Context: an optimization exercise on an open-source flow, tuned for small area, a short achievable clock period and few clock cycles. The choices shown serve that exercise and are no tape-out recipe.
No run shown here included a check of the RTL's function; only the layout flow was run.
Power figures rest on the tool's default switching activity, not on a simulated workload.

[design/flow/design.v]
`default_nettype none
module alu (
    input  wire [31:0] instr_i,    
    input  wire [31:0] a_i,        
    input  wire [31:0] b_i,        
    output logic [31:0] result_o,
    output logic       writes_o    
);
    wire [6:0] op  = instr_i[6:0];
    wire [2:0] f3  = instr_i[14:12];
    wire [6:0] f7  = instr_i[31:25];
    wire [4:0] rd  = instr_i[11:7];
    wire is_r = (op == 7'b0110011);
    wire is_i = (op == 7'b0010011);
    wire f7z  = (f7 == 7'b0000000);
    wire f7s  = (f7 == 7'b0100000);
    logic r_ok, i_ok;
    always_comb begin
        case (f3)
            3'b000:  r_ok = f7z | f7s;
            3'b001, 3'b010, 3'b100, 3'b110, 3'b111: r_ok = f7z;
            default: r_ok = 1'b0;
        endcase
        i_ok = (f3 == 3'b000) | (f3 == 3'b110) | (f3 == 3'b111);
    end
    assign writes_o = ((is_r & r_ok) | (is_i & i_ok)) & (rd != 5'd0);
    wire        do_sub = ~is_i & (instr_i[30] | (f3 == 3'b010));
    wire [31:0] bx     = b_i ^ {32{do_sub}};
    wire [31:0] p = a_i ^ bx;
    wire [31:0] g = a_i & bx;
    logic [31:0] gg, pp;
    always_comb begin
        gg = g;
        pp = p;
        gg[0] = g[0] | (p[0] & do_sub);
        for (int l = 1; l < 32; l = l * 2) begin
            for (int i = 2 * l - 1; i < 32; i = i + 2 * l) begin
                gg[i] = gg[i] | (pp[i] & gg[i - l]);
                pp[i] = pp[i] & pp[i - l];
            end
        end
        for (int l = 8; l >= 1; l = l / 2) begin
            for (int i = 3 * l - 1; i < 32; i = i + 2 * l) begin
                gg[i] = gg[i] | (pp[i] & gg[i - l]);
                pp[i] = pp[i] & pp[i - l];
            end
        end
    end
    wire [31:0] carry = {gg[30:0], do_sub};
    wire        lt    = (a_i[31] ^ b_i[31]) ? a_i[31] : (p[31] ^ carry[31]);
    wire [31:0] lg  = f3[1] ? (f3[0] ? g : (p | g)) : p;
    wire [31:0] arw = lg ^ (carry & {32{f3 == 3'b000}});
    always_comb begin
        case (f3)
            3'b001:  result_o = a_i << b_i[4:0];
            3'b010:  result_o = {31'd0, lt};
            default: result_o = arw;
        endcase
    end
endmodule
`default_nettype wire
`default_nettype none
module reg_file (
    input  wire        clk_i,
    input  wire        reset,
    input  wire [4:0]  addr_i,     
    output logic [31:0] rdata_o,   
    input  wire        wr_en_i,    
    input  wire        inv_en_i,   
    input  wire [3:0]  idx_i,
    input  wire [4:0]  wr_tag_i,
    input  wire [31:0] wr_data_i
);
    logic [15:0] valid_q;
    logic [4:0]  tag_q  [16];
    logic [31:0] data_q [16];
    logic [15:0] match;
    logic [15:0] sel;
    always_comb begin
        rdata_o = '0;
        for (int i = 0; i < 16; i++) begin
            sel[i]   = (idx_i == i[3:0]);
            match[i] = valid_q[i] & (tag_q[i] == addr_i);
            rdata_o  = rdata_o | (data_q[i] & {32{match[i]}});
        end
    end
    always_ff @(posedge clk_i or posedge reset) begin
        if (reset) begin
            valid_q <= '0;
        end else begin
            for (int i = 0; i < 16; i++) begin
                if (wr_en_i && sel[i])                 valid_q[i] <= 1'b1;
                else if (inv_en_i && !sel[i] && match[i]) valid_q[i] <= 1'b0;
            end
        end
    end
    always_ff @(posedge clk_i) begin
        for (int i = 0; i < 16; i++) begin
            if (wr_en_i && sel[i]) begin
                tag_q[i]  <= wr_tag_i;
                data_q[i] <= wr_data_i;
            end
        end
    end
endmodule
`default_nettype wire
`default_nettype none
module cpu_lite_top (
    input  wire        clk_i,
    input  wire        reset,
    input  wire        host_valid_i,
    input  wire [7:0]  host_byte_i,
    input  wire [4:0]  reg_sel_i,
    input  wire [1:0]  byte_sel_i,
    output wire [7:0]  value_o,
    output wire        is_positive_o,
    output wire        done_o
);
    logic        loading_q;    
    logic        done_q;
    logic [1:0]  phase_q;      
    logic [4:0]  count_q;      
    logic        kept_q;       
    logic        wrote_q;      
    logic [23:0] bytes_q;      
    logic [31:0] a_q;          
    wire start_seen = host_valid_i & ~loading_q & ~done_q & (host_byte_i == 8'hFE);
    wire end_seen   = host_valid_i & loading_q & (phase_q == 2'd0) & (host_byte_i == 8'hFF);
    wire data_stb   = host_valid_i & loading_q & ~end_seen;
    wire last_byte  = data_stb & (phase_q == 2'd3);
    wire kept       = ~count_q[4];
    wire [31:0] instr     = {host_byte_i, bytes_q};
    wire        is_imm    = (bytes_q[6:0] == 7'b0010011);
    logic [31:0] rdata;
    logic [31:0] result;
    logic        writes;
    wire wr_en = last_byte & kept & writes;
    always_ff @(posedge clk_i or posedge reset) begin
        if (reset) begin
            loading_q <= 1'b0;
            done_q    <= 1'b0;
            phase_q   <= 2'd0;
            count_q   <= 5'd0;
            kept_q    <= 1'b0;
            wrote_q   <= 1'b0;
        end else begin
            if (start_seen) loading_q <= 1'b1;
            if (end_seen) begin
                loading_q <= 1'b0;
                done_q    <= 1'b1;
            end
            if (data_stb) phase_q <= phase_q + 2'd1;
            if (kept_q) count_q <= count_q + 5'd1;
            kept_q  <= last_byte & kept;
            wrote_q <= wr_en;
        end
    end
    always_ff @(posedge clk_i) begin
        if (data_stb && (phase_q != 2'd3)) bytes_q <= {host_byte_i, bytes_q[23:8]};
        if (data_stb && (phase_q == 2'd2)) a_q <= rdata;
    end
    wire sel_host = ~loading_q;
    wire sel_rd   = loading_q & wrote_q;
    wire sel_rs1  = loading_q & (phase_q == 2'd2);
    wire sel_rs2  = loading_q & (phase_q == 2'd3) & ~is_imm;
    wire [4:0] addr;
    assign addr[0] = (sel_host & reg_sel_i[0]) | (sel_rd & bytes_q[7]) |
                     (sel_rs1 & bytes_q[23]) | (sel_rs2 & bytes_q[20]);
    assign addr[1] = (sel_host & reg_sel_i[1]) | (sel_rd & bytes_q[8]) |
                     (sel_rs1 & host_byte_i[0]) | (sel_rs2 & bytes_q[21]);
    assign addr[2] = (sel_host & reg_sel_i[2]) | (sel_rd & bytes_q[9]) |
                     (sel_rs1 & host_byte_i[1]) | (sel_rs2 & bytes_q[22]);
    assign addr[3] = (sel_host & reg_sel_i[3]) | (sel_rd & bytes_q[10]) |
                     (sel_rs1 & host_byte_i[2]) | (sel_rs2 & bytes_q[23]);
    assign addr[4] = (sel_host & reg_sel_i[4]) | (sel_rd & bytes_q[11]) |
                     (sel_rs1 & host_byte_i[3]) | (sel_rs2 & host_byte_i[0]);
    wire [31:0] imm = {{20{host_byte_i[7]}}, host_byte_i, bytes_q[23:20]};
    wire [31:0] opb = rdata | (imm & {32{is_imm}});
    alu u_alu (
        .instr_i  (instr),
        .a_i      (a_q),
        .b_i      (opb),
        .result_o (result),
        .writes_o (writes)
    );
    reg_file u_reg_file (
        .clk_i     (clk_i),
        .reset     (reset),
        .addr_i    (addr),
        .rdata_o   (rdata),
        .wr_en_i   (wr_en),
        .inv_en_i  (wrote_q),
        .idx_i     (count_q[3:0]),
        .wr_tag_i  (instr[11:7]),
        .wr_data_i (result)
    );
    assign value_o       = rdata[{byte_sel_i, 3'b000} +: 8];
    assign is_positive_o = ~rdata[31];
    assign done_o        = done_q;
endmodule
`default_nettype wire
[design/flow/run.sh]
#!/bin/bash
# synth_recipe.tcl (not shown) runs the flow's synth.tcl, then flattens the netlist and writes it again
# the make line also repeats each setting of config.mk as NAME=value (left out here)
make -C /OpenROAD-flow-scripts/flow DESIGN_CONFIG=/design/flow/config.mk WORK_HOME=/design/flow/orfs CLKGATE_MAP_FILE= SYNTH_SCRIPT=/design/flow/synth_recipe.tcl finish
[design/flow/config.mk]
export PLATFORM = sky130hd
export DESIGN_NAME = cpu_lite_top
export DESIGN_NICKNAME = cpu_lite_top
export VERILOG_FILES = /design/flow/design.v
export SDC_FILE = /design/flow/constraint.sdc
export NUM_CORES = 8
export LEC_CHECK = 0
export CAP_MARGIN = 20
export CORE_MARGIN = 2
export CORE_UTILIZATION = 25
export PLACE_DENSITY = 0.35
export SETUP_SLACK_MARGIN = 5
export SLEW_MARGIN = 20
[design/flow/constraint.sdc]
create_clock -name core_clock -period 14.0 [get_ports {clk_i}]
set_input_delay 2.8000 -clock core_clock [delete_from_list [all_inputs] [get_ports {clk_i}]]
set_output_delay 2.8000 -clock core_clock [all_outputs]
set_load 0.01 [all_outputs]
==> flow_summary_export.csv, run 1 <==
group,metric,value,unit
drt,vias,22900,
placement,place.gp.congestion,0.855,
timing,holdWs,0.417,ns
power_and_ir_drop,leakagePower,13.4,nW
hold_path,worstHoldStart,"bytes_q[19]",
clock_tree,clockBufferDepth,3,
final_layout,drive_gt1_frac,0.208,
grt,grt_usage,0.210,
clock_tree,clk_latency,0.69,ns
drt,wl,136,mm
power_and_ir_drop,p_int,0.00420,W
power_and_ir_drop,power_frac_seq,0.416,
yosys,synth_fp_nets,2440,
setup_path,worstPathMaxFanout,9,
final_layout,mostFrequentLayoutCell,"edfxtp_1",
yosys,yosysWarnings,5,
timing,slew_viol_final,0,
drt,drt-met1-wl,64.0,mm
yosys,syn_area,31300,µm²
clock_tree,path_clk_slew,0.05,ns
power_and_ir_drop,cellPowerDensity,159,nW/µm²
hold_path,whs_endpoint,"bytes_q[11]",
drt,detail-route-antenna-nets,0,
run_status,status,"timing/DRC/antenna clean",
yosys,netlist.area_leader.share,0.622,
yosys,synth_top_area_cell,"edfxtp_1",
setup_path,r2r-start,"bytes_q[7]",
timing,period_needed,8.98,ns
timing,setup_viol,0,
power_and_ir_drop,power_frac_comb,0.234,
grt,grt_max_degree,57,
final_layout,fin_nets,2644,
drt,drc,0,
yosys,syn_area_per_cell,13.3,µm²
timing,period_share,0.642,
floorplan,start_util,0.252,
yosys,ys_seq_elements,675,
floorplan,die_h,358,µm
floorplan,die_w,358,µm
final_layout,layout_common_cells,"648 x edfxtp_1, 179 x buf_4, 141 x a21oi_1",
drt,vias_per_cell,5.37,
hold_path,hold_class,"reg2reg",
job,cap_violations,0,
timing,clock-skew-final,0.0368,ns
timing,tightest_slew,1.09,ns
drt,wl_per_cell,31.9,µm
timing,rsz0062_at_grt,"yes",
clock_tree,htree_levels,3,
placement,dp_hpwl,79.7,mm
timing,slew_headroom,0.273,
grt,grt_pass1_wl,187,mm
floorplan,ios,28,
final_layout,nFillCells,12400,
final_layout,area_growth,23.9,%
power_and_ir_drop,swShare,0.320,
power_and_ir_drop,pwr-share-clk,0.350,
drt,highest_layer,"met5",
drt,wl_met3,8.06,mm
yosys,ys_top_cells_by_area,"edfxtp_1 62%, ha_1 2.8%, a22oi_1 2.7%, mux2i_1 2.5%, a21oi_1 2.4%",
drt,routed-wl-met2,61.0,mm
setup_path,r2r_end,"u_reg_file.data_q[6][0]",
drt,dr.pass1.iters,6,
floorplan,num_rows,129,
yosys,synth.yosys.seq_area_share,0.644,
setup_path,reg2reg_depth,35,
floorplan,dieArea,128000,µm²
yosys,syn_inst,2351,
setup_path,cp-end-kind,"output port",
power_and_ir_drop,p_sw,0.00198,W
placement,io_buffers,27,
final_layout,multi_input_area,11000,µm²
setup_path,cp-start-kind,"primary input",
timing,hold_violations,0,
clock_tree,cts-root-buf,"clkbuf_16",
setup_path,required,11.20,ns
power_and_ir_drop,vdd_drop_max,0.0949,mV
grt,grt_pass1_vias,22400,
clock_tree,cts_tree,"built",
floorplan,core,124000,µm²
clock_tree,cts_inserted_buffers,81,
yosys,synth_ff_type,"edfxtp_1",
setup_path,path_class,"in2out",
hold_path,holdPathStages,0,
clock_tree,clock_sinks,675,
setup_path,crit_arrival,6.18,ns
yosys,async_reset_ff_frac,0.0400,
grt,grt-ovfl-total,0,
yosys,ys_types,89,
timing,fmax,0.111,GHz
setup_path,r2r_slack,6.19,ns
yosys,synth_edf_count,648,
final_layout,regArea,20100,µm²
timing,fin_tns_setup,0,ns
drt,detail_route.iter0.violations,2526,
grt,antenna_found_initial,9,
-- per-layer routing --
metal  global-route usage  up-vias
met3               0.0319      134
li1                     -     9785
met1                0.307    12200
met4               0.0474        4
met5               0.0104        -
met2                0.327      795
-- power groups by stage --
stage	logic, W	registers, W	clock network [W]
detailed placement	0.00123	0.00261	0
global route	0.00154	0.00257	0.00229
global placement	0.00121	0.00261	0
CTS	0.00139	0.00257	0.00221
floorplan	0.000689	0.00257	0
finish	0.00145	0.00257	0.00216
-- worst max-delay path: stages --
cell,delay (ns)
clkbuf_4,0.17
a22oi_2,0.11
buf_4,0.22
a21o_4,0.26
and3_1,0.18
or4_4,0.59
buf_4,0.18
or4_1,0.54
o2111ai_1,0.16
or4_4,0.34
mux4_2,0.33
dlygate4sd2_1,0.29
-- repair_timing --
action                     in CTS  in global routing
setup endpoints to repair     489                168
pin swaps                      49                 20
hold buffers                    0                  0
resized for setup             204                 37
setup buffers                 108                 14
cloned                         12                  1
-- through the flow --
step           power [W]   util  setup slack (ns)  instances  area (µm²)
2_1_floorplan    0.00326      -              5.01       2351       31300
3_3_place_gp     0.00382  0.273              2.37       3969       33800
3_5_place_dp     0.00384  0.273              2.26       3973       33900
4_1_cts          0.00617  0.310              4.88       4240       38400
5_1_grt          0.00640  0.313              4.90       4257       38700
6_report         0.00618  0.313              5.02       4258       38700
-- cell type report --
| cell class | instances | share of cell area |
|---|---|---|
| sequential | 675 | 0.520 |
| multi-input combinational | 1432 | 0.283 |
| timing repair buffer | 253 | 0.0640 |
| clock buffer | 102 | 0.0554 |
| tap | 1637 | 0.0529 |
| clock inverter | 45 | 0.0142 |
| inverter | 112 | 0.0108 |
| antenna | 2 | 0.000129 |
-- cell families (layout without fill, tap and decap cells) --
group,after synthesis,count (layout),synth area share
multiplexers,105,105,0.0383
flip-flops,675,675,0.644
XOR/XNOR,30,30,0.00840
other,0,2,0
adder cells (fa/ha/maj),71,71,0.0284
AND/OR/NAND/NOR,579,580,0.103
AO/OA/AOI/OAI,642,646,0.145
buffers and inverters,249,512,0.0325
-- cell usage after synthesis, drive strengths merged (11+ instances only) --
| cell type | n |
|---|---|
| o22ai | 11 |
| a21o | 15 |
| o211ai | 20 |
| nor3 | 43 |
| a22o | 70 |
| a22oi | 111 |
| mux2i | 78 |
| clkbuf | 84 |
| nand4 | 76 |
| nor2 | 87 |
| buf | 53 |
| a221oi | 66 |
| dfrtp | 27 |
| and4 | 19 |
| or3 | 15 |
| edfxtp | 648 |
| a21boi | 19 |
| o21ai | 80 |
| nand2 | 100 |
| ha | 71 |
| or4 | 21 |
| nor4 | 31 |
| inv | 112 |
| xnor2 | 22 |
| nand3 | 24 |
| and2 | 20 |
| o2111ai | 18 |
| and3 | 105 |
| a21oi | 159 |
| mux2 | 17 |
| a31oi | 24 |
-- state kept, by name, indices dropped and copies added (netlist names) --
| signal | cells |
|---|---|
| u_reg_file.data_q | 512 |
| u_reg_file.tag_q | 80 |
| a_q | 32 |
| bytes_q | 24 |
| u_reg_file.valid_q | 16 |
| count_q | 5 |
| phase_q | 2 |
| done_q | 1 |
| kept_q | 1 |
| loading_q | 1 |
| wrote_q | 1 |
-- worst max path at each step --
| stage | from | end | slack (ns) |
|---|---|---|---|
| 2_1_floorplan | host_byte_i[2] | u_reg_file.data_q[0][0] | 5.01 |
| 3_3_place_gp | host_byte_i[1] | u_reg_file.data_q[7][21] | 2.37 |
| 3_5_place_dp | host_byte_i[1] | u_reg_file.data_q[7][0] | 2.26 |
| 4_1_cts | host_byte_i[0] | value_o[7] | 4.88 |
| 5_1_grt | host_byte_i[2] | u_reg_file.data_q[14][0] | 4.90 |
| 6_report | host_byte_i[1] | value_o[4] | 5.02 |
==> run 2: changes to the inputs <==
--- a/design/flow/design.v
+++ b/design/flow/design.v
@@ -1,19 +1,18 @@
 `default_nettype none
 module alu (
-    input  wire [31:0] instr_i,    
+    input  wire        is_r_i,     
+    input  wire        is_i_i,     
+    input  wire [2:0]  f3_i,
+    input  wire [6:0]  f7_i,
+    input  wire [4:0]  rd_i,
     input  wire [31:0] a_i,        
     input  wire [31:0] b_i,        
     output logic [31:0] result_o,
     output logic       writes_o    
 );
-    wire [6:0] op  = instr_i[6:0];
-    wire [2:0] f3  = instr_i[14:12];
-    wire [6:0] f7  = instr_i[31:25];
-    wire [4:0] rd  = instr_i[11:7];
-    wire is_r = (op == 7'b0110011);
-    wire is_i = (op == 7'b0010011);
-    wire f7z  = (f7 == 7'b0000000);
-    wire f7s  = (f7 == 7'b0100000);
+    wire [2:0] f3  = f3_i;
+    wire f7z  = (f7_i == 7'b0000000);
+    wire f7s  = (f7_i == 7'b0100000);
     logic r_ok, i_ok;
     always_comb begin
         case (f3)
@@ -23,8 +22,8 @@
         endcase
         i_ok = (f3 == 3'b000) | (f3 == 3'b110) | (f3 == 3'b111);
     end
-    assign writes_o = ((is_r & r_ok) | (is_i & i_ok)) & (rd != 5'd0);
-    wire        do_sub = ~is_i & (instr_i[30] | (f3 == 3'b010));
+    assign writes_o = ((is_r_i & r_ok) | (is_i_i & i_ok)) & (rd_i != 5'd0);
+    wire        do_sub = ~is_i_i & (f7_i[5] | (f3 == 3'b010));
     wire [31:0] bx     = b_i ^ {32{do_sub}};
     wire [31:0] p = a_i ^ bx;
     wire [31:0] g = a_i & bx;
@@ -122,15 +121,18 @@
     logic [4:0]  count_q;      
     logic        kept_q;       
     logic        wrote_q;      
-    logic [23:0] bytes_q;      
+    logic        is_r_q;       
+    logic        is_i_q;       
+    logic        rd0_q;        
+    logic [7:0]  b1_q;         
+    logic [3:0]  b2_q;         
     logic [31:0] a_q;          
     wire start_seen = host_valid_i & ~loading_q & ~done_q & (host_byte_i == 8'hFE);
     wire end_seen   = host_valid_i & loading_q & (phase_q == 2'd0) & (host_byte_i == 8'hFF);
     wire data_stb   = host_valid_i & loading_q & ~end_seen;
     wire last_byte  = data_stb & (phase_q == 2'd3);
     wire kept       = ~count_q[4];
-    wire [31:0] instr     = {host_byte_i, bytes_q};
-    wire        is_imm    = (bytes_q[6:0] == 7'b0010011);
+    wire [4:0] rd = {b1_q[3:0], rd0_q};
     logic [31:0] rdata;
     logic [31:0] result;
     logic        writes;
@@ -156,28 +158,38 @@
         end
     end
     always_ff @(posedge clk_i) begin
-        if (data_stb && (phase_q != 2'd3)) bytes_q <= {host_byte_i, bytes_q[23:8]};
+        if (data_stb && (phase_q == 2'd0)) begin
+            is_r_q <= (host_byte_i[6:0] == 7'b0110011);
+            is_i_q <= (host_byte_i[6:0] == 7'b0010011);
+            rd0_q  <= host_byte_i[7];
+        end
+        if (data_stb && (phase_q == 2'd1)) b1_q <= host_byte_i;
+        if (data_stb && (phase_q == 2'd2)) b2_q <= host_byte_i[7:4];
         if (data_stb && (phase_q == 2'd2)) a_q <= rdata;
     end
     wire sel_host = ~loading_q;
     wire sel_rd   = loading_q & wrote_q;
     wire sel_rs1  = loading_q & (phase_q == 2'd2);
-    wire sel_rs2  = loading_q & (phase_q == 2'd3) & ~is_imm;
+    wire sel_rs2  = loading_q & (phase_q == 2'd3) & ~is_i_q;
     wire [4:0] addr;
-    assign addr[0] = (sel_host & reg_sel_i[0]) | (sel_rd & bytes_q[7]) |
-                     (sel_rs1 & bytes_q[23]) | (sel_rs2 & bytes_q[20]);
-    assign addr[1] = (sel_host & reg_sel_i[1]) | (sel_rd & bytes_q[8]) |
-                     (sel_rs1 & host_byte_i[0]) | (sel_rs2 & bytes_q[21]);
-    assign addr[2] = (sel_host & reg_sel_i[2]) | (sel_rd & bytes_q[9]) |
-                     (sel_rs1 & host_byte_i[1]) | (sel_rs2 & bytes_q[22]);
-    assign addr[3] = (sel_host & reg_sel_i[3]) | (sel_rd & bytes_q[10]) |
-                     (sel_rs1 & host_byte_i[2]) | (sel_rs2 & bytes_q[23]);
-    assign addr[4] = (sel_host & reg_sel_i[4]) | (sel_rd & bytes_q[11]) |
+    assign addr[0] = (sel_host & reg_sel_i[0]) | (sel_rd & rd[0]) |
+                     (sel_rs1 & b1_q[7]) | (sel_rs2 & b2_q[0]);
+    assign addr[1] = (sel_host & reg_sel_i[1]) | (sel_rd & rd[1]) |
+                     (sel_rs1 & host_byte_i[0]) | (sel_rs2 & b2_q[1]);
+    assign addr[2] = (sel_host & reg_sel_i[2]) | (sel_rd & rd[2]) |
+                     (sel_rs1 & host_byte_i[1]) | (sel_rs2 & b2_q[2]);
+    assign addr[3] = (sel_host & reg_sel_i[3]) | (sel_rd & rd[3]) |
+                     (sel_rs1 & host_byte_i[2]) | (sel_rs2 & b2_q[3]);
+    assign addr[4] = (sel_host & reg_sel_i[4]) | (sel_rd & rd[4]) |
                      (sel_rs1 & host_byte_i[3]) | (sel_rs2 & host_byte_i[0]);
-    wire [31:0] imm = {{20{host_byte_i[7]}}, host_byte_i, bytes_q[23:20]};
-    wire [31:0] opb = rdata | (imm & {32{is_imm}});
+    wire [31:0] imm = {{20{host_byte_i[7]}}, host_byte_i, b2_q};
+    wire [31:0] opb = rdata | (imm & {32{is_i_q}});
     alu u_alu (
-        .instr_i  (instr),
+        .is_r_i   (is_r_q),
+        .is_i_i   (is_i_q),
+        .f3_i     (b1_q[6:4]),
+        .f7_i     (host_byte_i[7:1]),
+        .rd_i     (rd),
         .a_i      (a_q),
         .b_i      (opb),
         .result_o (result),
@@ -191,10 +203,12 @@
         .wr_en_i   (wr_en),
         .inv_en_i  (wrote_q),
         .idx_i     (count_q[3:0]),
-        .wr_tag_i  (instr[11:7]),
+        .wr_tag_i  (rd),
         .wr_data_i (result)
     );
-    assign value_o       = rdata[{byte_sel_i, 3'b000} +: 8];
+    wire [3:0] bsel = 4'b0001 << byte_sel_i;
+    assign value_o = (rdata[7:0] & {8{bsel[0]}}) | (rdata[15:8] & {8{bsel[1]}}) |
+                     (rdata[23:16] & {8{bsel[2]}}) | (rdata[31:24] & {8{bsel[3]}});
     assign is_positive_o = ~rdata[31];
     assign done_o        = done_q;
 endmodule
==> run 2 against run 1 <==
  * Largest power group unchanged
  * Register-to-register slack better by 0.23 ns
  * Cell count down 0.45%
  * Critical path depth up 7
  * Clock skew decreased by 0.0013 ns
  * Via count is 5.6% lower
  * Sequential share of layout area is 0.26 points lower
  * Non-clock buffer count rose by 35
  * Sequential power fell by 3%
  * Clock power fell by 8%
  * Flip-flop and latch count is 9 lower
==> flow_summary_export.csv, run 2 <==
group,metric,value,unit
floorplan,num_rows,128,
floorplan,die_h,355,µm
power_and_ir_drop,p_int,0.00411,W
setup_path,crit_path_frequent_cell,"buf_12",
drt,drc,0,
grt,grt-ovfl-total,0,
setup_path,r2r-start,"wrote_q",
grt,grt_pass1_vias,21500,
timing,tightest_slew,1.06,ns
yosys,ys_top_cells_by_area,"edfxtp_1 62%, a22oi_1 2.9%, ha_1 2.9%, dfrtp_1 2.2%, xnor2_1 2.2%",
setup_path,worstPathMaxFanout,8,
yosys,async_reset_ff_frac,0.0405,
drt,dr.pass1.iters,5,
floorplan,start_util,0.253,
setup_path,path_delay_family,"buffers and inverters",
yosys,syn_area_per_cell,13.4,µm²
final_layout,finalNonFillerCells,4239,
power_and_ir_drop,swShare,0.324,
drt,vias_per_cell,5.10,
power_and_ir_drop,power_frac_seq,0.412,
drt,detail_route.iter0.violations,1938,
power_and_ir_drop,vdd_drop_max,0.0797,mV
placement,place.gp.congestion,0.862,
clock_tree,cts_hold_buf,0,
hold_path,whs_endpoint,"count_q[4]",
floorplan,core,122000,µm²
yosys,netlist.area_leader.share,0.621,
setup_path,path_buf_inv,9,
power_and_ir_drop,leakagePower,13.7,nW
timing,holdWs,0.475,ns
yosys,synth_fp_nets,2397,
clock_tree,clock_sinks,666,
final_layout,mostFrequentLayoutCell,"edfxtp_1",
job,cap_violations,0,
timing,period_needed,8.99,ns
timing,slew_headroom,0.293,
yosys,synth_top_area_cell,"edfxtp_1",
grt,grt_usage,0.195,
power_and_ir_drop,power_frac_comb,0.263,
floorplan,die_w,355,µm
clock_tree,clk_latency,0.68,ns
placement,placedCellCount,3929,
setup_path,r2r_slack,6.42,ns
setup_path,cp-start-kind,"primary input",
clock_tree,path_clk_slew,0.06,ns
yosys,ys_seq_elements,666,
timing,slew_viol_final,0,
timing,setup_viol,0,
drt,detail-route-antenna-nets,0,
setup_path,crit_arrival,6.19,ns
yosys,syn_inst,2307,
setup_path,cp_slowest_cell,"mux4_2",
drt,wl,126,mm
final_layout,top_register,"u_reg_file.data_q",
final_layout,drive_gt1_frac,0.229,
clock_tree,clockBufferDepth,3,
yosys,synth_common_cells,"639 x edfxtp_1, 131 x nand3_1, 124 x inv_1",
floorplan,dieArea,126000,µm²
yosys,synth_ff_type,"edfxtp_1",
setup_path,max_stage_delay,0.59,ns
setup_path,path_class,"in2out",
yosys,yosysWarnings,5,
setup_path,required,11.20,ns
yosys,ys_types,88,
clock_tree,cts-root-buf,"clkbuf_16",
final_layout,largest_register_ffs,512,
final_layout,fin_nets,2640,
drt,wl_per_cell,29.7,µm
timing,hold_violations,0,
grt,grt_max_degree,58,
clock_tree,htree_levels,3,
yosys,syn_area,30900,µm²
setup_path,r2r_end,"u_reg_file.data_q[12][0]",
floorplan,ios,28,
setup_path,path_cells,"buf_2 -> a22o_1 -> a221oi_4 -> buf_6 -> buf_8 -> xnor2_1 -> nor4_2 -> buf_4 -> and3_4 -> buf_12 -> buf_12 -> a22o_1 -> a221oi_2 -> nand3_2 -> nor2_4 -> buf_12 -> mux4_2 -> inv_2 -> buf_6",
drt,vias,21600,
run_status,status,"timing/DRC/antenna clean",
grt,antenna_found_initial,1,
final_layout,area_growth,24.4,%
yosys,synth.most_common_cell,"edfxtp_1",
power_and_ir_drop,pwr-share-clk,0.325,
power_and_ir_drop,p_sw,0.00197,W
hold_path,hold_class,"reg2reg",
hold_path,worstHoldStart,"count_q[4]",
placement,dp_hpwl,76.2,mm
timing,rsz0062_at_grt,"yes",
yosys,synth_edf_count,639,
yosys,synth.yosys.seq_area_share,0.643,
placement,io_buffers,27,
timing,fmax,0.111,GHz
final_layout,nFillCells,12200,
clock_tree,cts_tree,"built",
timing,clock-skew-final,0.0355,ns
final_layout,layout_common_cells,"639 x edfxtp_1, 185 x buf_4, 124 x nand3_1",
setup_path,reg2reg_depth,31,
power_and_ir_drop,cellPowerDensity,158,nW/µm²
clock_tree,cts_inserted_buffers,78,
final_layout,largestRegisters,"u_reg_file.data_q (512), u_reg_file.tag_q (80), a_q (32)",
setup_path,cp-end-kind,"output port",
hold_path,holdPathStages,1,
grt,grt_pass1_wl,174,mm
timing,fin_tns_setup,0,ns
timing,period_share,0.642,
==> run 2: worst max-delay path by stage <==
stage | startpoint | endpoint | slack [ns] | depth (start not counted)
2_1_floorplan | host_byte_i[3] | u_reg_file.data_q[0][0] | 5.38 | 27
3_3_place_gp | host_byte_i[3] | u_reg_file.data_q[5][28] | 2.71 | 29
3_5_place_dp | host_byte_i[3] | u_reg_file.data_q[11][28] | 2.61 | 29
4_1_cts | host_byte_i[0] | value_o[0] | 4.64 | 17
5_1_grt | host_byte_i[1] | value_o[3] | 4.89 | 18
6_report | host_byte_i[3] | value_o[1] | 5.01 | 19
==> run 2: worst reg2reg max path: cells and delay by family (launching register included) <==
family	cells	cell delay, ns
simple gates	5	0.75
flops	1	1.01
buf+inv	8	1.32
compound gates	16	3.73
fa+ha+maj	1	0.35
xor+xnor	1	0.26
==> run 2: power by group through the flow <==
stage          combinational [W]  sequential (W)  clock [W]
6_report                 0.00160         0.00250    0.00198
3_5_place_dp             0.00137         0.00255          0
2_1_floorplan           0.000814         0.00252          0
5_1_grt                  0.00171         0.00251    0.00209
3_3_place_gp             0.00136         0.00255          0
4_1_cts                  0.00156         0.00251    0.00203
==> run 2: cell type report <==
type	count	area, µm²	area share
Antenna cell	3	7.51	0.000195
Inverter	127	479	0.0125
Multi-Input combinational cell	1389	10700	0.279
Timing Repair Buffer	288	2900	0.0754
Clock buffer	93	2030	0.0528
Sequential cell	666	19900	0.517
Clock inverter	48	387	0.0101
Tap cell	1625	2030	0.0529
==> run 2: layer usage <==
layer  GRT usage  vias up  routed length, µm
met1       0.267    11400              56900
li1            -     9440                  -
met5           0        -                  0
met2       0.329      640              61300
met3      0.0223      131               5210
met4      0.0492        0               2370
==> run 2: kinds of logic after synthesis <==
| logic type | share of synthesized area |
|---|---|
| AO/OA/AOI/OAI | 0.142 |
| XOR/XNOR | 0.0287 |
| adder cells (fa/ha/maj) | 0.0292 |
| buffers and inverters | 0.0345 |
| flip-flops | 0.643 |
| multiplexers | 0.0298 |
| AND/OR/NAND/NOR | 0.0922 |
==> run 2: metrics by stage <==
step / total power, W / instance area [µm²] / setup slack [ns] / utilization
2_1_floorplan: 0.00333 / 30900 / 5.38 / -
3_3_place_gp: 0.00391 / 33400 / 2.71 / 0.273
3_5_place_dp: 0.00392 / 33400 / 2.61 / 0.273
4_1_cts: 0.00610 / 37800 / 4.64 / 0.310
5_1_grt: 0.00631 / 38400 / 4.89 / 0.314
6_report: 0.00608 / 38400 / 5.01 / 0.314
==> run 2: repair_timing <==
item                                    in CTS  in global routing
setup buffers                              124                 37
endpoints found under the setup margin     441                265
pin swaps                                   71                 52
cloned                                       3                  2
resized for setup                          256                 55
==> run 3: changes to the inputs <==
--- a/design/flow/config.mk
+++ b/design/flow/config.mk
@@ -7,7 +7,8 @@
 export LEC_CHECK = 0
 export CAP_MARGIN = 20
 export CORE_MARGIN = 2
-export CORE_UTILIZATION = 25
-export PLACE_DENSITY = 0.35
+export CORE_UTILIZATION = 50
+export CTS_BUF_LIST = sky130_fd_sc_hd__clkbuf_8
+export PLACE_DENSITY = 0.6
 export SETUP_SLACK_MARGIN = 5
 export SLEW_MARGIN = 20
==> run 3 against run 2 <==
  * Still clean
  * Synthesized cell count unchanged
  * Power decreased by 6.9%
  * Utilization increased by 30 points
  * Clock power decreased by 22%
  * Critical path type unchanged
  * Critical endpoint is now value_o[5]
==> flow_summary_export.csv, run 3 <==
group,metric,value,unit
timing,slew_headroom,0.277,
setup_path,setup.worst_path.start,"host_byte_i[3]",
hold_path,hold_class,"reg2reg",
setup_path,cp-start-kind,"primary input",
final_layout,area_growth,21.3,%
placement,io_buffers,27,
final_layout,largestRegisters,"u_reg_file.data_q (512), u_reg_file.tag_q (80), a_q (32)",
drt,wl,108,mm
setup_path,path_class,"in2out",
setup_path,cp-end-kind,"output port",
yosys,ys_seq_elements,666,
floorplan,core,61400,µm²
grt,grt_pass1_vias,21600,
power_and_ir_drop,leakagePower,13.9,nW
floorplan,dieArea,63800,µm²
placement,dp_hpwl,63.5,mm
yosys,synth_top_area_cell,"edfxtp_1",
yosys,synth_edf_count,639,
timing,period_share,0.638,
clock_tree,clk_latency,0.75,ns
clock_tree,clock_sinks,666,
job,cap_violations,0,
yosys,async_reset_ff_frac,0.0405,
timing,slew_viol_final,0,
drt,detail-route-antenna-nets,0,
final_layout,mostFrequentLayoutCell,"edfxtp_1",
timing,hold_violations,0,
power_and_ir_drop,cellPowerDensity,151,nW/µm²
drt,drc,0,
yosys,syn_inst,2307,
final_layout,largest_register_ffs,512,
timing,fin_tns_setup,0,ns
run_status,status,"timing/DRC/antenna clean",
final_layout,layout_common_cells,"639 x edfxtp_1, 179 x buf_4, 152 x inv_1",
power_and_ir_drop,vdd_drop_max,0.0851,mV
clock_tree,clockBufferDepth,3,
grt,grt_usage,0.337,
clock_tree,cts_inserted_buffers,105,
timing,rsz0062_at_grt,"yes",
clock_tree,path_clk_slew,0.06,ns
placement,place.gp.congestion,0.973,
grt,grt_max_degree,65,
drt,vias_per_cell,6.52,
setup_path,worstPathMaxFanout,10,
setup_path,required,11.20,ns
timing,setup_viol,0,
yosys,synth_common_cells,"639 x edfxtp_1, 131 x nand3_1, 124 x inv_1",
placement,placedCellCount,3070,
drt,detail_route.iter0.violations,2969,
clock_tree,cts-root-buf,"clkbuf_8",
timing,period_needed,8.93,ns
grt,antenna_found_initial,3,
clock_tree,cts_hold_buf,0,
drt,vias,22500,
floorplan,start_util,0.503,
hold_path,worstHoldStart,"done_q",
clock_tree,cts_tree,"built",
yosys,yosysWarnings,5,
yosys,ys_types,88,
yosys,synth.most_common_cell,"edfxtp_1",
yosys,synth_ff_type,"edfxtp_1",
yosys,synth.yosys.seq_area_share,0.643,
setup_path,r2r-start,"phase_q[1]",
grt,grt_pass1_wl,153,mm
yosys,netlist.area_leader.share,0.621,
timing,clock-skew-final,0.0521,ns
floorplan,die_h,253,µm
final_layout,drive_gt1_frac,0.248,
final_layout,finalNonFillerCells,3451,
floorplan,ios,28,
timing,fmax,0.112,GHz
setup_path,crit_arrival,6.13,ns
yosys,syn_area,30900,µm²
drt,dr.pass1.iters,6,
yosys,syn_area_per_cell,13.4,µm²
yosys,ys_top_cells_by_area,"edfxtp_1 62%, a22oi_1 2.9%, ha_1 2.9%, dfrtp_1 2.2%, xnor2_1 2.2%",
timing,tightest_slew,1.08,ns
grt,grt-ovfl-total,0,
final_layout,fin_nets,2668,
clock_tree,htree_levels,3,
final_layout,top_register,"u_reg_file.data_q",
floorplan,die_w,253,µm
floorplan,num_rows,91,
yosys,synth_fp_nets,2397,
drt,wl_per_cell,31.4,µm
-- run 3: changes by cell type in the layout (fill, tap and decap cells not counted), moves of 14 or more --
cell and change:
clkbuf_8 +107, clkbuf_16 -76, inv_1 +32, xnor2_1 -32, xnor2_2 +29, clkbuf_1 -14
-- run 3: kinds of logic (layout without fill, tap and decap cells) --
| family | Yosys count | in the layout | share of synthesized area |
|---|---|---|---|
| buffers and inverters | 253 | 605 | 0.0345 |
| muxes | 74 | 74 | 0.0298 |
| adders and majority gates | 72 | 72 | 0.0292 |
| other | 0 | 1 | 0 |
| and+or+nand+nor | 542 | 542 | 0.0922 |
| xor gates and xnor gates | 101 | 101 | 0.0287 |
| AOI/OAI and AO/OA | 599 | 600 | 0.142 |
| DFF | 666 | 666 | 0.643 |
-- run 3: cell type report --
class	count	area, µm²
clock buffer	107	1470
timing repair buffer	289	3170
antenna	1	2.50
multi-input combinational	1389	11000
sequential	666	19900
inverter	127	482
clock inverter	82	450
tap	790	988
fill	4746	23900
-- run 3: critical path: stages --
cell and delay, ns:
buf_8 0.11, a22o_1 0.22, a221oi_4 0.31, buf_4 0.16, buf_12 0.14, buf_4 0.13, xnor2_2 0.08, nor4_4 0.32
and2_4 0.34, buf_12 0.18, a22o_1 0.16, a221oi_2 0.04, nand3_1 0.15, nor3_4 0.07, buf_12 0.14, mux4_2 0.55
inv_2 0.07, buf_2 0.12
-- run 3: worst paths after layout --
kind / end / slack (ns) / cells after the start
min reg2reg: done_q / 0.53 / 1
max in group asynchronous: u_reg_file.valid_q[14] / 11.18 / 3
max: value_o[5] / 5.07 / 18
min: done_q / 0.53 / 1
max reg2reg: u_reg_file.data_q[10][16] / 6.40 / 30
min in group asynchronous: phase_q[0] / 2.46 / 3
-- run 3: timing repair --
action	in CTS	in global routing
resized for setup	291	83
pin swaps	73	46
endpoints found under the hold margin	0	0
cloned	10	5
setup buffers	131	45
endpoints found under the setup margin	384	249
-- run 3: report_power, final --
part	total [W]	internal, W	switching (W)
sequential	0.00251	0.00245	0.0000631
clock	0.00155	0.000756	0.000795
combinational	0.00160	0.000597	0.00101
-- run 3: per-stage QoR --
step	cell area, µm²	setup WS [ns]	hold WS, ns	total power, W	utilization
5_1_grt	37500	4.97	0.561	0.00586	0.610
4_1_cts	36700	4.92	0.545	0.00557	0.597
2_1_floorplan	30900	5.38	0.438	0.00333	-
3_3_place_gp	32200	2.83	0.515	0.00378	0.524
3_5_place_dp	32200	2.63	0.533	0.00380	0.524
6_report	37500	5.07	0.535	0.00566	0.610
-- run 3: layer usage --
layer | track usage | vias up | routed length, µm
met1 | 0.474 | 11300 | 43500
li1 | - | 9530 | -
met3 | 0.0516 | 271 | 10500
met4 | 0.142 | 0 | 4800
met2 | 0.526 | 1358 | 49700
met5 | 0 | - | 0
==> run 4: changes to the inputs <==
--- a/design/flow/config.mk
+++ b/design/flow/config.mk
@@ -9,6 +9,8 @@
 export CORE_MARGIN = 2
 export CORE_UTILIZATION = 50
 export CTS_BUF_LIST = sky130_fd_sc_hd__clkbuf_8
+export CTS_CLUSTER_DIAMETER = 70
+export CTS_CLUSTER_SIZE = 18
 export PLACE_DENSITY = 0.6
 export SETUP_SLACK_MARGIN = 5
 export SLEW_MARGIN = 20
==> run 4 against run 3 <==
  * Clock-buffer cell count fell by 59
  * Sequential share of layout area increased by 2.1 points
  * Highest routed layer is now met5
  * Flip-flop and latch count is the same
  * Critical path type unchanged
==> flow_summary_export.csv, run 4 <==
group,metric,value,unit
run_status,status,"timing/DRC/antenna clean",
final_layout,drive_gt1_frac,0.217,
timing,slew_headroom,0.246,
timing,setup_viol,0,
setup_path,cp_slowest_cell,"mux4_2",
setup_path,max_stage_delay,0.53,ns
yosys,synth-xor-area-share,0.0287,
placement,place.gp.congestion,0.973,
yosys,synth.yosys.seq_area_share,0.643,
floorplan,die_h,253,µm
drt,vias,21800,
clock_tree,cts_tree,"built",
final_layout,largest_register_ffs,512,
grt,grt_max_degree,65,
floorplan,num_rows,91,
floorplan,ios,28,
yosys,synth.most_common_cell,"edfxtp_1",
grt,grt_usage,0.321,
yosys,synth_fa_ha_area_frac,0.0292,
timing,period_needed,8.94,ns
final_layout,largestRegisters,"u_reg_file.data_q (512), u_reg_file.tag_q (80), a_q (32)",
grt,antenna_found_initial,5,
timing,hold_violations,0,
yosys,synthSimpleGateAreaFrac,0.0922,
yosys,synth_top_family_by_area,"compound AO/OA/AOI/OAI gates",
hold_path,hold_class,"reg2reg",
setup_path,path_cells,"buf_2 -> a22o_1 -> a221oi_4 -> buf_12 -> xnor2_2 -> nor4_4 -> buf_4 -> and3_4 -> buf_12 -> buf_16 -> a22o_1 -> a221oi_1 -> nand3_1 -> nor2_4 -> mux4_2 -> inv_1 -> clkdlybuf4s15_2",
setup_path,cp-end-kind,"output port",
clock_tree,clock_sinks,666,
yosys,ys_types,88,
floorplan,die_w,253,µm
timing,fmax,0.112,GHz
drt,dr.pass1.iters,7,
setup_path,path_delay_family,"buffers and inverters",
yosys,netlist.area_leader.share,0.621,
grt,grt_pass1_vias,20600,
drt,vias_per_cell,6.61,
final_layout,fin_nets,2569,
floorplan,dieArea,63800,µm²
final_layout,final_core_util,0.587,
setup_path,crit_arrival,6.14,ns
setup_path,r2r-start,"loading_q",
yosys,synthMuxAreaShare,0.0298,
power_and_ir_drop,leakagePower,13.1,nW
yosys,syn_inst,2307,
timing,timing.final.ws_setup,5.06,ns
timing,slew_viol_final,0,
clock_tree,cts-root-buf,"clkbuf_8",
hold_path,worstHoldStart,"done_q",
timing,period_share,0.639,
yosys,syn_area,30900,µm²
final_layout,layout_common_cells,"639 x edfxtp_1, 150 x buf_4, 129 x inv_1",
floorplan,core,61400,µm²
yosys,syn_area_per_cell,13.4,µm²
clock_tree,cts_inserted_buffers,48,
clock_tree,path_clk_slew,0.10,ns
grt,grt_pass1_wl,146,mm
clock_tree,htree_levels,2,
yosys,synth-compound-area-share,0.142,
yosys,synth_ff_type,"edfxtp_1",
clock_tree,clockBufferDepth,3,
drt,detail_route.iter0.violations,2836,
drt,detail-route-antenna-nets,0,
timing,clock-skew-final,0.0810,ns
final_layout,area_growth,16.7,%
final_layout,mostFrequentLayoutCell,"edfxtp_1",
drt,drc,0,
yosys,yosysWarnings,5,
placement,io_buffers,27,
job,cap_violations,0,
power_and_ir_drop,vdd_drop_max,0.0829,mV
clock_tree,clk_latency,0.73,ns
yosys,synth_edf_count,639,
setup_path,worstPathMaxFanout,8,
yosys,async_reset_ff_frac,0.0405,
placement,dp_hpwl,63.5,mm
setup_path,setup.worst_path.start,"host_byte_i[0]",
setup_path,required,11.20,ns
setup_path,path_buf_inv,7,
timing,tightest_slew,1.13,ns
power_and_ir_drop,cellPowerDensity,142,nW/µm²
yosys,synth_top_area_cell,"edfxtp_1",
yosys,synth_common_cells,"639 x edfxtp_1, 131 x nand3_1, 124 x inv_1",
timing,fin_tns_setup,0,ns
grt,grt-ovfl-total,0,
final_layout,top_register,"u_reg_file.data_q",
setup_path,path_class,"in2out",
setup_path,cp-start-kind,"primary input",
yosys,synth_fp_nets,2397,
timing,rsz0062_at_grt,"no",
placement,pre_cts_ws,2.63,ns
drt,wl_per_cell,32.2,µm
yosys,ys_seq_elements,666,
drt,wl,106,mm
yosys,ys_top_cells_by_area,"edfxtp_1 62%, a22oi_1 2.9%, ha_1 2.9%, dfrtp_1 2.2%, xnor2_1 2.2%",
floorplan,start_util,0.503,
==> run 4: per-layer routing <==
layer,track usage,share of wire,wire (µm)
met3,0.0464,0.10,10900
met1,0.456,0.40,42800
met5,0,0.00026,28
met4,0.108,0.036,3850
met2,0.509,0.46,48600
==> run 4: cell type report <==
class,instances,area (µm²)
Multi-Input combinational cell,1389,11100
Timing Repair Buffer,247,2710
Clock buffer,48,661
Inverter,127,479
Antenna cell,1,2.50
Tap cell,790,988
Sequential cell,666,19900
Fill cell,4845,25300
Clock inverter,26,231
==> run 4: per-stage QoR <==
| stage | power (W) | cell area (µm²) | hold slack [ns] | cells |
|---|---|---|---|---|
| 2_1_floorplan | 0.00333 | 30900 | 0.438 | 2307 |
| 3_3_place_gp | 0.00378 | 32200 | 0.515 | 3070 |
| 3_5_place_dp | 0.00380 | 32200 | 0.533 | 3070 |
| 4_1_cts | 0.00490 | 34300 | 0.551 | 3215 |
| 5_1_grt | 0.00528 | 36000 | 0.572 | 3294 |
| 6_report | 0.00510 | 36000 | 0.544 | 3294 |
==> run 4: cell families (layout without fill, tap and decap cells) <==
family,Yosys count,count (layout)
AND/OR/NAND/NOR,542,542
XOR/XNOR,101,101
buffers and inverters,253,448
AO/OA/AOI/OAI,599,600
flip-flops,666,666
other,0,1
adder cells (fa/ha/maj),72,72
multiplexers,74,74
==> run 4: final timing paths <==
check / depth (start not counted) / end / slack (ns)
max: 17 / value_o[6] / 5.06
max reg2reg: 27 / u_reg_file.data_q[11][16] / 6.41
max in group asynchronous: 3 / count_q[1] / 11.18
min: 1 / done_q / 0.54
min in group asynchronous: 3 / u_reg_file.valid_q[10] / 2.49
min reg2reg: 1 / done_q / 0.54
==> run 4: timing repair <==
action / 4_1_cts / 5_1_grt
gates resized for setup: 164 / 170
gates cloned: 4 / 14
hold buffers: 0 / 0
setup buffers: 67 / 64
pin swaps: 41 / 50
endpoints found under the setup margin: 388 / 209
==> run 4: report_power, final <==
group,internal [W],leakage (nW),switching (W)
Combinational,0.000577,6.46,0.00101
Clock,0.000358,0.482,0.000658
Sequential,0.00244,6.14,0.0000638
==> run 5: changes to the inputs <==
--- a/design/flow/config.mk
+++ b/design/flow/config.mk
@@ -9,8 +9,8 @@
 export CORE_MARGIN = 2
 export CORE_UTILIZATION = 50
 export CTS_BUF_LIST = sky130_fd_sc_hd__clkbuf_8
-export CTS_CLUSTER_DIAMETER = 70
-export CTS_CLUSTER_SIZE = 18
+export CTS_CLUSTER_DIAMETER = 60
+export CTS_CLUSTER_SIZE = 16
 export PLACE_DENSITY = 0.6
 export SETUP_SLACK_MARGIN = 5
 export SLEW_MARGIN = 20
==> run 5 against run 4 <==
  * Synthesized area is the same
  * Die area unchanged
  * Maximum frequency fell by 0.55%
  * Highest routed layer is now met4
  * Sequential power about the same
  * Register-to-register slack improved by 0.09 ns
  * Worst setup slack lost 0.049 ns
  * Critical path type unchanged
  * Worst hold slack improved by 0.0026 ns
  * Global-route usage about the same
  * Critical endpoint unchanged
  * Still clean on timing, DRC and antenna
  * Synthesized cell count unchanged
==> flow_summary_export.csv, run 5 <==
group,metric,value,unit
setup_path,worstPathMaxFanout,13,
grt,grt_util_met2,0.505,
final_layout,largest_register_ffs,512,
final_layout,fin_nets,2569,
yosys,synth_ff_type,"edfxtp_1",
final_layout,final_core_util,0.585,
floorplan,die_w,253,µm
grt,use_met1,0.459,
grt,grt-busiest-layer,"met2",
yosys,synth_top_area_cell,"edfxtp_1",
drt,wl_per_cell,31.8,µm
yosys,netlist.area_leader.share,0.621,
floorplan,start_util,0.503,
yosys,syn_inst,2307,
final_layout,area_growth,16.2,%
final_layout,drive_gt1_frac,0.210,
yosys,yosysWarnings,5,
timing,tightest_slew,1.09,ns
yosys,ys_top_cells_by_area,"edfxtp_1 62%, a22oi_1 2.9%, ha_1 2.9%, dfrtp_1 2.2%, xnor2_1 2.2%",
setup_path,cp-start-kind,"primary input",
timing,rsz0062_at_grt,"yes",
yosys,synth_fp_nets,2397,
setup_path,path_class,"in2out",
grt,grt_pass1_wl,146,mm
clock_tree,cts_tree,"built",
timing,clock-skew-final,0.0552,ns
placement,placedCellCount,3070,
setup_path,cp-end-kind,"output port",
yosys,syn_area,30900,µm²
clock_tree,cts_inserted_buffers,53,
timing,fmax,0.111,GHz
floorplan,ios,28,
drt,wl,105,mm
grt,grt_pass1_vias,20700,
clock_tree,clock_sinks,666,
yosys,synth.yosys.seq_area_share,0.643,
placement,dp_hpwl,63.5,mm
clock_tree,path_clk_slew,0.09,ns
timing,setup_viol,0,
floorplan,dieArea,63800,µm²
drt,detail-route-antenna-nets,0,
job,cap_violations,0,
placement,io_buffers,27,
run_status,status,"timing/DRC/antenna clean",
grt,antenna_found_initial,3,
timing,slew_viol_final,0,
floorplan,core,61400,µm²
yosys,ys_types,88,
grt,grt_max_degree,65,
final_layout,finalNonFillerCells,3297,
yosys,synth_edf_count,639,
grt,use_met3,0.0464,
power_and_ir_drop,leakagePower,13.1,nW
timing,timing.final.ws_setup,5.01,ns
yosys,syn_area_per_cell,13.4,µm²
grt,grt_usage,0.321,
clock_tree,cts_hold_buf,0,
power_and_ir_drop,vdd_drop_max,0.0828,mV
timing,fin_tns_setup,0,ns
timing,slew_headroom,0.271,
timing,period_share,0.642,
yosys,synth_common_cells,"639 x edfxtp_1, 131 x nand3_1, 124 x inv_1",
drt,detail_route.iter0.violations,3008,
timing,hold_violations,0,
placement,place.gp.congestion,0.973,
timing,period_needed,8.99,ns
grt,grt-ovfl-total,0,
final_layout,layout_common_cells,"639 x edfxtp_1, 158 x buf_4, 130 x inv_1",
clock_tree,clockBufferDepth,3,
final_layout,mostFrequentLayoutCell,"edfxtp_1",
setup_path,path_cells,"buf_2 -> a22o_1 -> a221oi_4 -> buf_12 -> buf_12 -> buf_4 -> xor2_1 -> and2_2 -> and2_4 -> buf_8 -> a22o_1 -> a221oi_1 -> nand3_1 -> nor2_4 -> mux4_2 -> inv_1 -> dlygate4sd2_1",
clock_tree,clk_latency,0.71,ns
yosys,ys_seq_elements,666,
hold_path,hold_class,"reg2reg",
drt,vias,21600,
setup_path,required,11.20,ns
clock_tree,cts-root-buf,"clkbuf_8",
setup_path,max_stage_delay,0.54,ns
drt,drc,0,
yosys,synth.most_common_cell,"edfxtp_1",
floorplan,die_h,253,µm
setup_path,cp_slowest_cell,"mux4_2",
final_layout,largestRegisters,"u_reg_file.data_q (512), u_reg_file.tag_q (80), a_q (32)",
drt,dr.pass1.iters,7,
yosys,async_reset_ff_frac,0.0405,
setup_path,crit_arrival,6.19,ns
clock_tree,htree_levels,2,
drt,vias_per_cell,6.56,
floorplan,num_rows,91,
final_layout,top_register,"u_reg_file.data_q",
placement,pre_cts_ws,2.63,ns
power_and_ir_drop,cellPowerDensity,143,nW/µm²
timing,holdWs,0.546,ns
[run 5: timing repair]
action | CTS | global route
endpoints found under the hold margin | 0 | 0
pin swaps | 42 | 51
buffers inserted | 67 | 68
cloned | 3 | 6
setup endpoints to repair | 409 | 237
resized for setup | 163 | 146
[run 5: area by class of cell]
cell class                 count  area (µm²)
fill                        4894       25500
sequential                   666       19900
multi-input combinational   1388       10900
timing repair buffer         243        2590
tap                          790         988
clock buffer                  54         743
inverter                     127         479
clock inverter                26         278
antenna                        3        7.51
[run 5: through the flow]
step | area [µm²] | total power, W
2_1_floorplan | 30900 | 0.00333
3_3_place_gp | 32200 | 0.00378
3_5_place_dp | 32200 | 0.00380
4_1_cts | 34400 | 0.00498
5_1_grt | 35900 | 0.00533
6_report | 35900 | 0.00515
[run 5: cell families after synthesis]
kind of cell             after synthesis  synth area share
flip-flops                           666             0.643
AO/OA/AOI/OAI                        599             0.142
adder cells (fa/ha/maj)               72            0.0292
XOR/XNOR                             101            0.0287
multiplexers                          74            0.0298
buffers and inverters                253            0.0345
AND/OR/NAND/NOR                      542            0.0922
[run 5: worst max-delay path: cells and delay by family]
family / cells / cell delay (ns)
buf+inv: 7 / 1.14
compound gates: 4 / 0.83
xor+xnor: 1 / 0.18
mux: 1 / 0.54
simple gates: 4 / 0.67
[run 5: power breakdown]
part / internal [W] / switching (W)
logic: 0.000559 / 0.000985
registers: 0.00244 / 0.0000631
clock network: 0.000442 / 0.000656
total: 0.00344 / 0.00170
[run 5: worst paths after layout]
check                                from                        end  cells past startpoint  slack [ns]
max reg2reg                    phase_q[1]  u_reg_file.data_q[11][15]                     27        6.50
max in group asynchronous           reset                 count_q[0]                      3       11.16
min reg2reg                        done_q                     done_q                      1        0.55
max                        host_byte_i[0]                 value_o[6]                     17        5.01
min in group asynchronous           reset                     done_q                      3        2.49
min                                done_q                     done_q                      1        0.55
[run 5: layer usage]
metal / share of wire / wire length, µm
met3: 0.097 / 10200
met5: 0 / 0
met1: 0.41 / 42500
met2: 0.46 / 48300
met4: 0.037 / 3910
==> run 6: changes to the inputs <==
--- a/design/flow/design.v
+++ b/design/flow/design.v
@@ -93,13 +93,38 @@
             end
         end
     end
+    for (genvar i = 0; i < 16; i++) begin : g_entry
+        for (genvar j = 0; j < 5; j++) begin : g_tag
+            rf_bit u_bit (
+                .clk_i  (clk_i),
+                .hold_i (valid_q[i]),
+                .we_i   (wr_en_i & sel[i]),
+                .d_i    (wr_tag_i[j]),
+                .q_o    (tag_q[i][j])
+            );
+        end
+        for (genvar j = 0; j < 32; j++) begin : g_data
+            rf_bit u_bit (
+                .clk_i  (clk_i),
+                .hold_i (valid_q[i]),
+                .we_i   (wr_en_i & sel[i]),
+                .d_i    (wr_data_i[j]),
+                .q_o    (data_q[i][j])
+            );
+        end
+    end
+endmodule
+`default_nettype wire
+`default_nettype none
+module rf_bit (
+    input  wire  clk_i,
+    input  wire  hold_i,
+    input  wire  we_i,
+    input  wire  d_i,
+    output logic q_o
+);
     always_ff @(posedge clk_i) begin
-        for (int i = 0; i < 16; i++) begin
-            if (wr_en_i && sel[i]) begin
-                tag_q[i]  <= wr_tag_i;
-                data_q[i] <= wr_data_i;
-            end
-        end
+        q_o <= (q_o & hold_i) | (d_i & we_i);
     end
 endmodule
 `default_nettype wire
@@ -207,9 +232,22 @@
         .wr_data_i (result)
     );
     wire [3:0] bsel = 4'b0001 << byte_sel_i;
-    assign value_o = (rdata[7:0] & {8{bsel[0]}}) | (rdata[15:8] & {8{bsel[1]}}) |
-                     (rdata[23:16] & {8{bsel[2]}}) | (rdata[31:24] & {8{bsel[3]}});
+    byte_pick u_byte_pick (
+        .word_i  (rdata),
+        .sel_i   (bsel),
+        .byte_o  (value_o)
+    );
     assign is_positive_o = ~rdata[31];
     assign done_o        = done_q;
 endmodule
 `default_nettype wire
+`default_nettype none
+module byte_pick (
+    input  wire [31:0] word_i,
+    input  wire [3:0]  sel_i,
+    output wire [7:0]  byte_o
+);
+    assign byte_o = (word_i[7:0] & {8{sel_i[0]}}) | (word_i[15:8] & {8{sel_i[1]}}) |
+                    (word_i[23:16] & {8{sel_i[2]}}) | (word_i[31:24] & {8{sel_i[3]}});
+endmodule
+`default_nettype wire
--- a/design/flow/config.mk
+++ b/design/flow/config.mk
@@ -9,8 +9,7 @@
 export CORE_MARGIN = 2
 export CORE_UTILIZATION = 50
 export CTS_BUF_LIST = sky130_fd_sc_hd__clkbuf_8
-export CTS_CLUSTER_DIAMETER = 60
-export CTS_CLUSTER_SIZE = 16
 export PLACE_DENSITY = 0.6
 export SETUP_SLACK_MARGIN = 5
 export SLEW_MARGIN = 20
+export SYNTH_HIERARCHICAL = 1
==> run 6 against run 5 <==
  * Worst hold slack got worse by 0.062 ns
  * Global-route usage rose by 6.6 points
  * Non-clock buffer count fell by 7
  * Sequential share of layout area fell by 16 points
  * Utilization rose by 2.2 points
  * Highest routed layer is now met5
  * Clock power rose by about 60%
==> flow_summary_export.csv, run 6 <==
group,metric,value,unit
setup_path,cp_slowest_cell,"clkdlybuf4s50_1",
floorplan,dieArea,60700,µm²
clock_tree,cts_hold_buf,0,
run_status,status,"timing/DRC/antenna clean",
setup_path,crit_arrival,6.20,ns
setup_path,r2r-start,"rd0_q",
yosys,synth-xor-area-share,0.0393,
floorplan,core,57900,µm²
timing,rsz0062_at_grt,"yes",
drt,dr.pass1.iters,8,
setup_path,path_cells,"clkdlybuf4s50_1 -> nor2_1 -> a21oi_2 -> buf_12 -> buf_4 -> xor2_1 -> nor3_1 -> and3_2 -> buf_12 -> a22o_1 -> a221oi_1 -> nand4_1 -> buf_4 -> a22oi_2 -> nand2_2 -> dlygate4sd2_1",
power_and_ir_drop,p_sw,0.00216,W
timing,hold_violations,0,
yosys,async_reset_ff_frac,0.0405,
power_and_ir_drop,vdd_drop_max,0.124,mV
final_layout,top_register,"u_reg_file.g_entry.g_data.u_bit.q_o",
timing,slew_headroom,0.195,
yosys,synth_ff_type,"dfxtp_1",
power_and_ir_drop,leakagePower,14.5,nW
hold_path,hold_class,"reg2reg",
grt,grt-ovfl-total,0,
yosys,ys_seq_elements,666,
timing,slew_viol_final,0,
timing,tightest_slew,1.21,ns
clock_tree,clock_sinks,666,
yosys,synthSimpleGateAreaFrac,0.0700,
timing,timing.final.ws_setup,5.00,ns
setup_path,path_delay_family,"buffers and inverters",
clock_tree,htree_levels,3,
setup_path,setup.worst_path.start,"reg_sel_i[4]",
grt,grt_max_degree,57,
clock_tree,path_clk_slew,0.06,ns
timing,clock-skew-final,0.0200,ns
yosys,ys_top_cells_by_area,"dfxtp_1 40%, a22o_1 21%, edfxtp_1 4.8%, a221oi_1 3.2%, ha_1 2.9%",
drt,vias,26300,
yosys,synth-compound-area-share,0.319,
final_layout,largestRegisters,"u_reg_file.g_entry.g_data.u_bit.q_o (512), u_reg_file.g_entry.g_tag.u_bit.q_o (80), a_q (32)",
clock_tree,cts-root-buf,"clkbuf_8",
setup_path,path_class,"in2out",
final_layout,mostFrequentLayoutCell,"a22o_1",
timing,fmax,0.111,GHz
yosys,syn_inst,2694,
yosys,synthMuxAreaShare,0.0323,
timing,fin_tns_setup,0,ns
power_and_ir_drop,swShare,0.384,
final_layout,fin_nets,3007,
floorplan,start_util,0.507,
placement,place.gp.congestion,0.985,
yosys,synth.yosys.seq_area_share,0.474,
power_and_ir_drop,cellPowerDensity,160,nW/µm²
timing,period_needed,9.00,ns
final_layout,largest_register_ffs,512,
placement,postPlaceCellArea,30700,µm²
setup_path,cp-start-kind,"primary input",
final_layout,final_core_util,0.607,
drt,vias_per_cell,6.98,
setup_path,cp-end-kind,"output port",
final_layout,drive_gt1_frac,0.196,
power_and_ir_drop,pwr-share-clk,0.313,
final_layout,area_growth,19.7,%
placement,pre_cts_ws,3.21,ns
floorplan,die_h,246,µm
yosys,netlist.area_leader.share,0.403,
yosys,syn_area_per_cell,10.9,µm²
hold_path,worstHoldStart,"u_reg_file.g_entry[7].g_data[28].u_bit.q_o",
grt,grt_pass1_vias,25500,
yosys,syn_area,29400,µm²
setup_path,path_buf_inv,6,
grt,grt_pass1_wl,173,mm
grt,grt_usage,0.387,
setup_path,required,11.20,ns
placement,dp_hpwl,64.7,mm
setup_path,worstPathMaxFanout,31,
drt,drc,0,
power_and_ir_drop,p_int,0.00347,W
yosys,synth_top_area_cell,"dfxtp_1",
timing,setup_viol,0,
power_and_ir_drop,power_frac_comb,0.319,
clock_tree,clockBufferDepth,3,
yosys,yosysWarnings,12,
floorplan,num_rows,88,
drt,detail-route-antenna-nets,0,
final_layout,diodes,0,
yosys,synth_edf_count,47,
timing,period_share,0.643,
final_layout,final_area,35200,µm²
setup_path,max_stage_delay,0.47,ns
drt,wl_per_cell,32.2,µm
yosys,synth_fp_nets,2781,
job,cap_violations,0,
drt,detail_route.iter0.violations,3276,
floorplan,ios,28,
yosys,synth_common_cells,"700 x a22o_1, 592 x dfxtp_1, 128 x nand2_1",
placement,io_buffers,27,
floorplan,die_w,246,µm
power_and_ir_drop,power_frac_seq,0.368,
clock_tree,clk_latency,0.73,ns
yosys,synth_fa_ha_area_frac,0.0294,
clock_tree,cts_tree,"built",
final_layout,layout_common_cells,"700 x a22o_1, 592 x dfxtp_1, 174 x buf_4",
drt,wl,121,mm
grt,antenna_found_initial,2,
yosys,ys_types,86,
clock_tree,cts_inserted_buffers,107,
yosys,synth_top_family_by_area,"compound AO/OA/AOI/OAI gates",
yosys,synth.most_common_cell,"a22o_1",
[run 6: what timing repair did]
item,CTS,global route
cloned,9,5
endpoints found under the setup margin,347,136
pin swaps,49,35
resized for setup,119,77
buffers inserted,71,50
[run 6: logic make-up (layout without fill, tap and decap cells)]
kind of cell | Yosys count | count (layout)
AO/OA/AOI/OAI | 1139 | 1139
XOR/XNOR | 132 | 132
adder cells (fa/ha/maj) | 69 | 69
buffers and inverters | 216 | 520
flip-flops | 666 | 666
multiplexers | 67 | 67
AND/OR/NAND/NOR | 405 | 414
[run 6: through the flow]
stage          hold WS (ns)  total power [W]  cells
3_5_place_dp          0.469          0.00357   3441
3_3_place_gp          0.461          0.00355   3441
5_1_grt               0.493          0.00580   3772
4_1_cts               0.486          0.00545   3717
6_report              0.484          0.00563   3772
2_1_floorplan         0.442          0.00298   2694
[run 6: area by class of cell]
type,instances,area (µm²)
Clock buffer,133,1830
Clock inverter,63,425
Fill cell,4880,22800
Inverter,88,330
Multi-Input combinational cell,1821,15400
Sequential cell,666,14000
Tap cell,765,957
Timing Repair Buffer,236,2260
[run 6: power groups by stage]
stage	clock network, W	registers (W)	logic (W)
after global placement	0	0.00211	0.00144
after detailed placement	0	0.00211	0.00146
after floorplan	0	0.00211	0.000876
final	0.00176	0.00207	0.00180
after global routing	0.00186	0.00208	0.00186
after CTS	0.00176	0.00207	0.00161
[run 6: routing by layer]
metal / global-route usage / share of wire
met5: 0 / 0.00038
met1: 0.495 / 0.40
met2: 0.607 / 0.45
met3: 0.0960 / 0.10
met4: 0.197 / 0.051
[run 6: worst reg2reg max path: cells and delay by family, from the launching register on]
| family | cells | cell delay, ns |
|---|---|---|
| and+or+nand+nor | 9 | 2.14 |
| DFF | 1 | 1.05 |
| xor gates and xnor gates | 2 | 0.57 |
| adders and majority gates | 1 | 0.32 |
| buffers and inverters | 7 | 1.13 |
| AOI/OAI and AO/OA | 9 | 2.12 |
[run 6: final timing paths]
kind / depth (start not counted) / slack [ns] / end
max: 16 / 5.00 / value_o[1]
min: 1 / 0.48 / u_reg_file.g_entry[7].g_data[28].u_bit.q_o
max reg2reg: 28 / 6.59 / u_reg_file.g_entry[7].g_data[19].u_bit.q_o
min reg2reg: 1 / 0.48 / u_reg_file.g_entry[7].g_data[28].u_bit.q_o
max in group asynchronous: 2 / 10.83 / u_reg_file.valid_q[15]
min in group asynchronous: 2 / 2.41 / count_q[0]
[run 6: per-module statistics from Yosys, one instance, submodules excluded]
module        cell area [µm²]  flops+latches  cells inside
cpu_lite_top             2350             58           157
byte_pick                 170              0            28
rf_bit                   28.8              1             2
reg_file                 4800             16           589
alu                      5020              0           736

==> afterwards: timing with drivers on the ports <==
The results above use ideal ports. As a check the final layouts listed here were re-extracted and re-timed, cells and wires unchanged. Step 1, drivers: a clkbuf_16 drives clk_i and a buf_2 each remaining input, both assumed. Step 2 also shifts input and output timing later by t, the mid clock arrival at the registers, as if the neighbouring blocks saw the same clock. Slacks: no drivers / after step 1 / after step 2; pairs: no drivers / after step 1.
| run | t (ns) | setup slack, ns | clock arrival spread, ns |
|---|---|---|---|
| run 1 | 0.736 | 5.017 / 4.993 / 4.382 | 0.037 / 0.037 |
| run 2 | 0.742 | 5.010 / 4.973 / 4.538 | 0.036 / 0.035 |
| run 3 | 0.786 | 5.065 / 5.025 / 4.504 | 0.052 / 0.052 |
| run 4 | 0.746 | 5.055 / 5.030 / 4.484 | 0.081 / 0.082 |
| run 5 | 0.742 | 5.006 / 4.981 / 4.584 | 0.055 / 0.055 |
| run 6 | 0.782 | 5.003 / 4.979 / 4.610 | 0.020 / 0.020 |
After both steps every run listed still meets setup and hold. The setup slack of run 1, which loses most, moves by -0.024 ns with the drivers and by -0.635 ns with both steps.
